Background: an optimization exercise with open tools, aiming at small area, a short achievable clock period and few clock cycles per item. Do not read the settings as production practice. Only simulation tests tie the RTL to the original design; equivalence was not proved.

==> trial 74: inputs <==
## env_sensor_compensation_unit
module env_sensor_compensation_unit #(
	parameter int QUEUE_DEPTH = esc_pkg::QUEUE_DEPTH_DEF
) (
	input  logic                           clk,
	input  logic                           arst_n,
	input  logic                           s_tvalid,
	output logic                           s_tready,
	input  logic [esc_pkg::IN_DATA_W-1:0]  s_tdata,
	output logic                           m_tvalid,
	input  logic                           m_tready,
	output logic [esc_pkg::OUT_DATA_W-1:0] m_tdata,
	input  logic                           cfg_we,
	input  logic [esc_pkg::CFG_IDX_W-1:0]  cfg_index,
	input  logic [esc_pkg::CFG_DATA_W-1:0] cfg_wdata
);
==> module esc_div, before the edit <==
module esc_div (
	input  logic        clk,
	input  logic        arst_n,
	input  logic        load,
	input  logic [63:0] num,
	input  logic [30:0] x1,
	output logic        done,
	output logic [63:0] zq,
	output logic        zsgn,
	output logic        qcin,
	output logic        pv
);
	logic [63:0] z_q;
	logic [29:0] r_q;
	logic [30:0] dx_q;
	logic [29:0] msk;      
	logic        sn_q, sx_q, fix_q;
	logic [6:0]  cnt_q;
	logic [30:0] dxl;
	assign dxl = x1 ^ {31{x1[30]}};
	always_comb begin
		msk[29] = ~dx_q[30];
		for (int i = 28; i >= 0; i--) msk[i] = msk[i+1] & ~dx_q[i+1];
	end
	logic [15:0] zt;       
	logic [32:0] v, nd1, nd2, cs_s, cs_c;
	logic [32:0] t1, t2, t3;
	logic [29:0] rn;
	logic [1:0]  qd;
	logic        sk16, sk8, ci;
	always_comb begin
		ci  = ~sx_q;
		zt  = z_q[63:48];
		v   = {1'b0, r_q, zt[15:14]};
		nd1 = ~{2'b0, dx_q};             
		nd2 = ~{1'b0, dx_q, sx_q};       
		t1  = v + nd1 + {32'b0, ci};
		t2  = v + nd2 + {32'b0, ci};
		cs_s = v ^ nd1 ^ nd2;
		cs_c = (v & nd1) | (v & nd2) | (nd1 & nd2);
		t3  = cs_s + {cs_c[31:0], ci} + {32'b0, ci};
		if (!t3[32])      begin qd = 2'd3; rn = t3[29:0]; end
		else if (!t2[32]) begin qd = 2'd2; rn = t2[29:0]; end
		else if (!t1[32]) begin qd = 2'd1; rn = t1[29:0]; end
		else              begin qd = 2'd0; rn = v[29:0];  end
		sk16 = (r_q[29:14] == 16'd0) && (({r_q[13:0], zt} & msk) == 30'd0) && (cnt_q >= 7'd16);
		sk8  = (r_q[29:22] == 8'd0) && (({r_q[21:0], zt[15:8]} & msk) == 30'd0) && (cnt_q >= 7'd8);
	end
	always_ff @(posedge clk or negedge arst_n) begin
		if (!arst_n) begin
			cnt_q <= '0;
			fix_q <= 1'b0;
		end else if (load) begin
			cnt_q <= 7'd64;
			fix_q <= 1'b1;
		end else if (fix_q) begin
			fix_q <= 1'b0;
		end else if (cnt_q != 7'd0) begin
			if (sk16)     cnt_q <= cnt_q - 7'd16;
			else if (sk8) cnt_q <= cnt_q - 7'd8;
			else          cnt_q <= cnt_q - 7'd2;
		end
	end
	always_ff @(posedge clk) begin
		if (load) begin
			z_q   <= num;
			r_q   <= '0;
			dx_q  <= dxl;
			sn_q  <= num[63];
			sx_q  <= x1[30];
		end else if (fix_q) begin
			z_q  <= z_q ^ {64{sn_q}};
		end else if (cnt_q != 7'd0) begin
			if (sk16) begin
				r_q <= {r_q[13:0], zt};
				z_q <= {z_q[47:0], 16'b0};
			end else if (sk8) begin
				r_q <= {r_q[21:0], zt[15:8]};
				z_q <= {z_q[55:0], 8'b0};
			end else begin
				r_q <= rn;
				z_q <= {z_q[61:0], qd};
			end
		end
	end
	logic [30:0] ra, cy;
	logic        eq1, inc;
	always_comb begin
		ra = {1'b0, r_q};
		cy[0] = 1'b0;
		cy[1] = ra[0];
		for (int i = 2; i < 31; i++) cy[i] = ra[i-1] & ~dx_q[i-1];
		eq1 = (dx_q[0] == ~ra[0]);
		for (int i = 1; i < 31; i++) eq1 = eq1 & ((ra[i] ^ dx_q[i]) == cy[i]);
		inc = sn_q && (sx_q ? (ra == dx_q) : eq1);
	end
	assign done = (cnt_q == 7'd0) && !fix_q;
	assign zq   = z_q;
	assign zsgn = sn_q ^ sx_q;
	assign qcin = (sn_q ^ sx_q) ? ~inc : inc;
	assign pv   = sx_q || (dx_q != 31'd0);
endmodule
==> flow/config.mk <==
export PLATFORM = sky130hd
export DESIGN_NAME = env_sensor_compensation_unit
export DESIGN_NICKNAME = env_sensor_compensation_unit
export VERILOG_FILES = /design/flow/design.v
export SDC_FILE = /design/flow/constraint.sdc
export NUM_CORES = 8
export LEC_CHECK = 0
export ABC_AREA = 0
export ABC_CLOCK_PERIOD_IN_PS = 4000
export CAP_MARGIN = 50
export CORE_MARGIN = 2
export CORE_UTILIZATION = 25
export SETUP_SLACK_MARGIN = 5
export SLEW_MARGIN = 60
==> flow/constraint.sdc <==
create_clock -name core_clock -period 12.5 [get_ports {clk}]
set_input_delay 2.5000 -clock core_clock [delete_from_list [all_inputs] [get_ports {clk}]]
set_output_delay 2.5000 -clock core_clock [all_outputs]
set_load 0.01 [all_outputs]
run.sh (not shown) runs the stock make flow with config.mk's settings and CLKGATE_MAP_FILE= SYNTH_SCRIPT=/design/flow/synth_recipe.tcl, a recipe that flattens the netlist after the stock synthesis.
==> inputs of build 24, as changes to trial 74 <==
--- a/flow/design.v
+++ b/flow/design.v
@@ -2724,41 +2724,40 @@
 	output logic        zsgn,
 	output logic        qcin,
 	output logic        pv
 );
 	logic [63:0] z_q;
 	logic [29:0] r_q;
 	logic [30:0] dx_q;
 	logic [29:0] msk;      
+	logic [32:0] n3_q;     
 	logic        sn_q, sx_q, fix_q;
 	logic [6:0]  cnt_q;
 	logic [30:0] dxl;
 	assign dxl = x1 ^ {31{x1[30]}};
 	always_comb begin
 		msk[29] = ~dx_q[30];
 		for (int i = 28; i >= 0; i--) msk[i] = msk[i+1] & ~dx_q[i+1];
 	end
 	logic [15:0] zt;       
-	logic [32:0] v, nd1, nd2, cs_s, cs_c;
+	logic [32:0] v, nd1, nd2;
 	logic [32:0] t1, t2, t3;
 	logic [29:0] rn;
 	logic [1:0]  qd;
 	logic        sk16, sk8, ci;
 	always_comb begin
 		ci  = ~sx_q;
 		zt  = z_q[63:48];
 		v   = {1'b0, r_q, zt[15:14]};
 		nd1 = ~{2'b0, dx_q};             
 		nd2 = ~{1'b0, dx_q, sx_q};       
 		t1  = v + nd1 + {32'b0, ci};
 		t2  = v + nd2 + {32'b0, ci};
-		cs_s = v ^ nd1 ^ nd2;
-		cs_c = (v & nd1) | (v & nd2) | (nd1 & nd2);
-		t3  = cs_s + {cs_c[31:0], ci} + {32'b0, ci};
+		t3  = v + n3_q;
 		if (!t3[32])      begin qd = 2'd3; rn = t3[29:0]; end
 		else if (!t2[32]) begin qd = 2'd2; rn = t2[29:0]; end
 		else if (!t1[32]) begin qd = 2'd1; rn = t1[29:0]; end
 		else              begin qd = 2'd0; rn = v[29:0];  end
 		sk16 = (r_q[29:14] == 16'd0) && (({r_q[13:0], zt} & msk) == 30'd0) && (cnt_q >= 7'd16);
 		sk8  = (r_q[29:22] == 8'd0) && (({r_q[21:0], zt[15:8]} & msk) == 30'd0) && (cnt_q >= 7'd8);
 	end
 	always_ff @(posedge clk or negedge arst_n) begin
@@ -2780,16 +2779,17 @@
 		if (load) begin
 			z_q   <= num;
 			r_q   <= '0;
 			dx_q  <= dxl;
 			sn_q  <= num[63];
 			sx_q  <= x1[30];
 		end else if (fix_q) begin
 			z_q  <= z_q ^ {64{sn_q}};
+			n3_q <= ~{2'b0, dx_q} + ~{1'b0, dx_q, sx_q} + {31'b0, ~sx_q, 1'b0};
 		end else if (cnt_q != 7'd0) begin
 			if (sk16) begin
 				r_q <= {r_q[13:0], zt};
 				z_q <= {z_q[47:0], 16'b0};
 			end else if (sk8) begin
 				r_q <= {r_q[21:0], zt[15:8]};
 				z_q <= {z_q[55:0], 8'b0};
 			end else begin
==> flow/config.mk (replaced) <==
export PLATFORM = sky130hd
export DESIGN_NAME = env_sensor_compensation_unit
export DESIGN_NICKNAME = env_sensor_compensation_unit
export VERILOG_FILES = /design/flow/design.v
export SDC_FILE = /design/flow/constraint.sdc
export NUM_CORES = 8
export LEC_CHECK = 0
export ABC_AREA = 0
export ABC_CLOCK_PERIOD_IN_PS = 4000
export CAP_MARGIN = 30
export CORE_MARGIN = 2
export CORE_UTILIZATION = 35
export SETUP_SLACK_MARGIN = 5
export SLEW_MARGIN = 20
==> inputs of build 93, as changes to trial 74 <==
--- a/flow/design.v
+++ b/flow/design.v
@@ -2724,41 +2724,40 @@
 	output logic        zsgn,
 	output logic        qcin,
 	output logic        pv
 );
 	logic [63:0] z_q;
 	logic [29:0] r_q;
 	logic [30:0] dx_q;
 	logic [29:0] msk;      
+	logic [32:0] n3_q;     
 	logic        sn_q, sx_q, fix_q;
 	logic [6:0]  cnt_q;
 	logic [30:0] dxl;
 	assign dxl = x1 ^ {31{x1[30]}};
 	always_comb begin
 		msk[29] = ~dx_q[30];
 		for (int i = 28; i >= 0; i--) msk[i] = msk[i+1] & ~dx_q[i+1];
 	end
 	logic [15:0] zt;       
-	logic [32:0] v, nd1, nd2, cs_s, cs_c;
+	logic [32:0] v, nd1, nd2;
 	logic [32:0] t1, t2, t3;
 	logic [29:0] rn;
 	logic [1:0]  qd;
 	logic        sk16, sk8, ci;
 	always_comb begin
 		ci  = ~sx_q;
 		zt  = z_q[63:48];
 		v   = {1'b0, r_q, zt[15:14]};
 		nd1 = ~{2'b0, dx_q};             
 		nd2 = ~{1'b0, dx_q, sx_q};       
 		t1  = v + nd1 + {32'b0, ci};
 		t2  = v + nd2 + {32'b0, ci};
-		cs_s = v ^ nd1 ^ nd2;
-		cs_c = (v & nd1) | (v & nd2) | (nd1 & nd2);
-		t3  = cs_s + {cs_c[31:0], ci} + {32'b0, ci};
+		t3  = v + n3_q;
 		if (!t3[32])      begin qd = 2'd3; rn = t3[29:0]; end
 		else if (!t2[32]) begin qd = 2'd2; rn = t2[29:0]; end
 		else if (!t1[32]) begin qd = 2'd1; rn = t1[29:0]; end
 		else              begin qd = 2'd0; rn = v[29:0];  end
 		sk16 = (r_q[29:14] == 16'd0) && (({r_q[13:0], zt} & msk) == 30'd0) && (cnt_q >= 7'd16);
 		sk8  = (r_q[29:22] == 8'd0) && (({r_q[21:0], zt[15:8]} & msk) == 30'd0) && (cnt_q >= 7'd8);
 	end
 	always_ff @(posedge clk or negedge arst_n) begin
@@ -2780,16 +2779,17 @@
 		if (load) begin
 			z_q   <= num;
 			r_q   <= '0;
 			dx_q  <= dxl;
 			sn_q  <= num[63];
 			sx_q  <= x1[30];
 		end else if (fix_q) begin
 			z_q  <= z_q ^ {64{sn_q}};
+			n3_q <= ~{2'b0, dx_q} + ~{1'b0, dx_q, sx_q} + {31'b0, ~sx_q, 1'b0};
 		end else if (cnt_q != 7'd0) begin
 			if (sk16) begin
 				r_q <= {r_q[13:0], zt};
 				z_q <= {z_q[47:0], 16'b0};
 			end else if (sk8) begin
 				r_q <= {r_q[21:0], zt[15:8]};
 				z_q <= {z_q[55:0], 8'b0};
 			end else begin
@@ -3103,40 +3103,45 @@
 	logic [31:0] fys1, fyc1;
 	always_comb begin
 		case (fsh1_q)
 			2'd1:    begin fys1 = {fmul_s[15:0], 16'b0}; fyc1 = {fmul_c[15:0], 16'b0}; end
 			default: begin fys1 = fmul_s; fyc1 = fmul_c; end
 		endcase
 		if (fsub1_q) begin fys1 = ~fys1; fyc1 = ~fyc1; end
 	end
+	logic [31:0] fxv1, fmaj1;
+	always_comb begin
+		case (fxsel1_q)
+			3'd0: fxv1 = 32'(32'd0);  
+			3'd1: fxv1 = 32'({kx_q, 14'b0});  
+			3'd2: fxv1 = 32'(32'd1 << 26);  
+			3'd3: fxv1 = 32'(32'd0);  
+			3'd4: fxv1 = 32'(32'd1 << 13);  
+			default: fxv1 = '0;
+		endcase
+		fmaj1 = (fys1 & fyc1) | (fys1 & fxv1) | (fyc1 & fxv1);
+	end
 	esc_mulf u_mulf (.a(fa_q), .bneg(fbneg_q), .bone(fbone_q), .btwo(fbtwo_q), .s(fmul_s), .c(fmul_c));
 	always_ff @(posedge clk) begin
-		fs_q <= fys1;
-		fc_q <= fyc1;
+		fs_q <= fys1 ^ fyc1 ^ fxv1;
+		fc_q <= {fmaj1[30:0], fsub1_q};
 	end
 	logic [31:0] fys, fyc, fxv, fxs, fxc, fk_s, fk_c, fk_c1, fm_c;
 	always_comb begin
 		fys = fs_q; fyc = fc_q;
-		case (fxsel2_q)
-			3'd0: fxv = 32'(32'd0);  
-			3'd1: fxv = 32'({kx_q, 14'b0});  
-			3'd2: fxv = 32'(32'd1 << 26);  
-			3'd3: fxv = 32'(32'd0);  
-			3'd4: fxv = 32'(32'd1 << 13);  
-			default: fxv = '0;
-		endcase
+		fxv = '0;
 		fxs = facc2_q ? facc_q : fxv;
 		fxc = '0;
 		fk_s = fys ^ fyc ^ fxs;
 		fk_c = (fys & fyc) | (fys & fxs) | (fyc & fxs);
 		fk_c1 = {fk_c[30:0], fsub2_q};
 		fm_c = (fk_s & fk_c1) | (fk_s & fxc) | (fk_c1 & fxc);
 	end
-	assign fr = fk_s + fk_c1 + 32'(fsub2_q);
+	assign fr = fk_s + fk_c1;
 	always_ff @(posedge clk) begin
 		facc_q <= fr;
 	end
 	always_ff @(posedge clk) begin
 		if (fv2_q && fdest2_q == 3'd1) gF0_q <= fr[31:0];
 		if (fv2_q && fdest2_q == 3'd2) gF1_q <= fr[31:4];
 		if (fv2_q && fdest2_q == 3'd3) gF2_q <= fr[31:10];
 		if (fv2_q && fdest2_q == 3'd4) gF3_q <= fr[31:11];
==> flow/config.mk (replaced) <==
export PLATFORM = sky130hd
export DESIGN_NAME = env_sensor_compensation_unit
export DESIGN_NICKNAME = env_sensor_compensation_unit
export VERILOG_FILES = /design/flow/design.v
export SDC_FILE = /design/flow/constraint.sdc
export NUM_CORES = 8
export LEC_CHECK = 0
export ABC_AREA = 0
export ABC_CLOCK_PERIOD_IN_PS = 3000
export CAP_MARGIN = 30
export CORE_MARGIN = 2
export CORE_UTILIZATION = 25
export SETUP_SLACK_MARGIN = 5
export SLEW_MARGIN = 20
==> inputs of build 66, as changes to trial 74 <==
==> flow/config.mk (replaced) <==
export PLATFORM = sky130hd
export DESIGN_NAME = env_sensor_compensation_unit
export DESIGN_NICKNAME = env_sensor_compensation_unit
export VERILOG_FILES = /design/flow/design.v
export SDC_FILE = /design/flow/constraint.sdc
export NUM_CORES = 8
export LEC_CHECK = 0
export ABC_AREA = 0
export ABC_CLOCK_PERIOD_IN_PS = 4000
export CAP_MARGIN = 70
export CORE_MARGIN = 2
export CORE_UTILIZATION = 25
export SETUP_SLACK_MARGIN = 5
export SLEW_MARGIN = 80
==> flow_results.xml <==
<?xml version="1.0" encoding="UTF-8"?>
<metrics>
  <group name="layout">
    <metric name="mostFrequentLayoutCells" unit="">edfxtp_1 (1,268), nand2_1 (968), inv_1 (844)</metric>
    <metric name="fillCellCount" unit="">54850</metric>
  </group>
  <group name="route">
    <metric name="drt_pre_antenna_iters" unit="">13</metric>
  </group>
  <group name="yosys">
    <metric name="synth.cells.most_frequent" unit="">edfxtp_1 (1,268), nand2_1 (1,028), inv_1 (948)</metric>
  </group>
  <group name="sta">
    <metric name="final.min_clock_period" unit="ps">7283</metric>
  </group>
  <group name="outcome">
    <metric name="status" unit="">complete, no violations</metric>
  </group>
</metrics>
-- figures above: build 66

==> flow_results.xml <==
<?xml version="1.0" encoding="UTF-8"?>
<metrics>
  <group name="yosys">
    <metric name="synth.cells.most_frequent" unit="">edfxtp_1 (1,268), nand2_1 (1,028), inv_1 (948)</metric>
  </group>
  <group name="sta">
    <metric name="final.min_clock_period" unit="ps">5955</metric>
  </group>
  <group name="layout">
    <metric name="mostFrequentLayoutCells" unit="">edfxtp_1 (1,268), nand2_1 (1,024), inv_1 (922)</metric>
    <metric name="final_layout_size_suffix_gt1_frac" unit="">0.08807</metric>
    <metric name="fillCellCount" unit="">56430</metric>
  </group>
  <group name="outcome">
    <metric name="status" unit="">complete, no violations</metric>
  </group>
  <group name="route">
    <metric name="drt_pre_antenna_iters" unit="">10</metric>
  </group>
</metrics>
-- figures above: trial 74

==> flow_results.xml <==
<?xml version="1.0" encoding="UTF-8"?>
<metrics>
  <group name="outcome">
    <metric name="status" unit="">complete, no violations</metric>
  </group>
  <group name="yosys">
    <metric name="synth.cells.most_frequent" unit="">edfxtp_1 (1,334), nand2_1 (963), inv_1 (899)</metric>
  </group>
  <group name="layout">
    <metric name="fillCellCount" unit="">57780</metric>
    <metric name="mostFrequentLayoutCells" unit="">edfxtp_1 (1,334), nand2_1 (960), inv_1 (897)</metric>
  </group>
  <group name="setup_path">
    <metric name="worst_setup_path_end_kind" unit="">register</metric>
  </group>
  <group name="route">
    <metric name="drt_pre_antenna_iters" unit="">13</metric>
  </group>
  <group name="sta">
    <metric name="final.min_clock_period" unit="ps">6414</metric>
  </group>
</metrics>
-- figures above: build 93

==> flow_results.xml <==
<?xml version="1.0" encoding="UTF-8"?>
<metrics>
  <group name="layout">
    <metric name="mostFrequentLayoutCells" unit="">edfxtp_1 (1,334), inv_1 (1,017), nand2_1 (926)</metric>
    <metric name="diodes" unit="">45</metric>
    <metric name="fillCellCount" unit="">39170</metric>
  </group>
  <group name="setup_path">
    <metric name="path_delay_family" unit="">compound AO/OA/AOI/OAI gates</metric>
  </group>
  <group name="route">
    <metric name="drt_pre_antenna_iters" unit="">14</metric>
  </group>
  <group name="sta">
    <metric name="final.min_clock_period" unit="ps">5961</metric>
  </group>
  <group name="yosys">
    <metric name="synth.cells.most_frequent" unit="">edfxtp_1 (1,334), inv_1 (1,018), nand2_1 (928)</metric>
  </group>
  <group name="outcome">
    <metric name="status" unit="">complete, no violations</metric>
  </group>
</metrics>
-- figures above: build 24

Testbench counts of trial 74, summed over its fixed seeds: cycles 11,375, items 768.
Testbench counts of build 24, summed over its fixed seeds: cycles 11,375, items 768.
Testbench counts of build 93, summed over its fixed seeds: cycles 11,375, items 768.
Testbench counts of build 66, summed over its fixed seeds: cycles 11,375, items 768.

==> afterwards: timing with drivers on the ports <==
Ports are ideal in the flow. The routed layouts listed here were re-timed in OpenROAD. Step 1 assumes that a clkbuf_16 drives the clock port and a buf_2 every other input. Step 2 adds t to the input delays and takes it off the output delays; t is the mean of the earliest and latest rising clock arrival at the registers after step 1. Input paths then give back, and output paths get back, about the clock's delay inside the block. a / b / c = ideal / step 1 / step 2; a / b = the first two.
run	t (ns)	setup WS [ns]	worst setup path at the end	worst register clock-pin slew, ns	pins driven straight from the clock port
trial 74	1.028	6.545 / 6.545 / 6.112	input to register	0.08 / 0.08	1
build 24	1.060	6.539 / 6.539 / 5.839	input to register	0.07 / 0.07	1
build 93	1.000	6.086 / 6.086 / 6.086	register to register	0.07 / 0.07	1
build 66	1.040	5.217 / 5.217 / 5.217	register to register	0.07 / 0.07	1
After both steps every run listed still meets setup and hold. For build 24, which loses most, drivers alone change the setup slack by 0.000 ns; drivers and shift together by -0.700 ns.
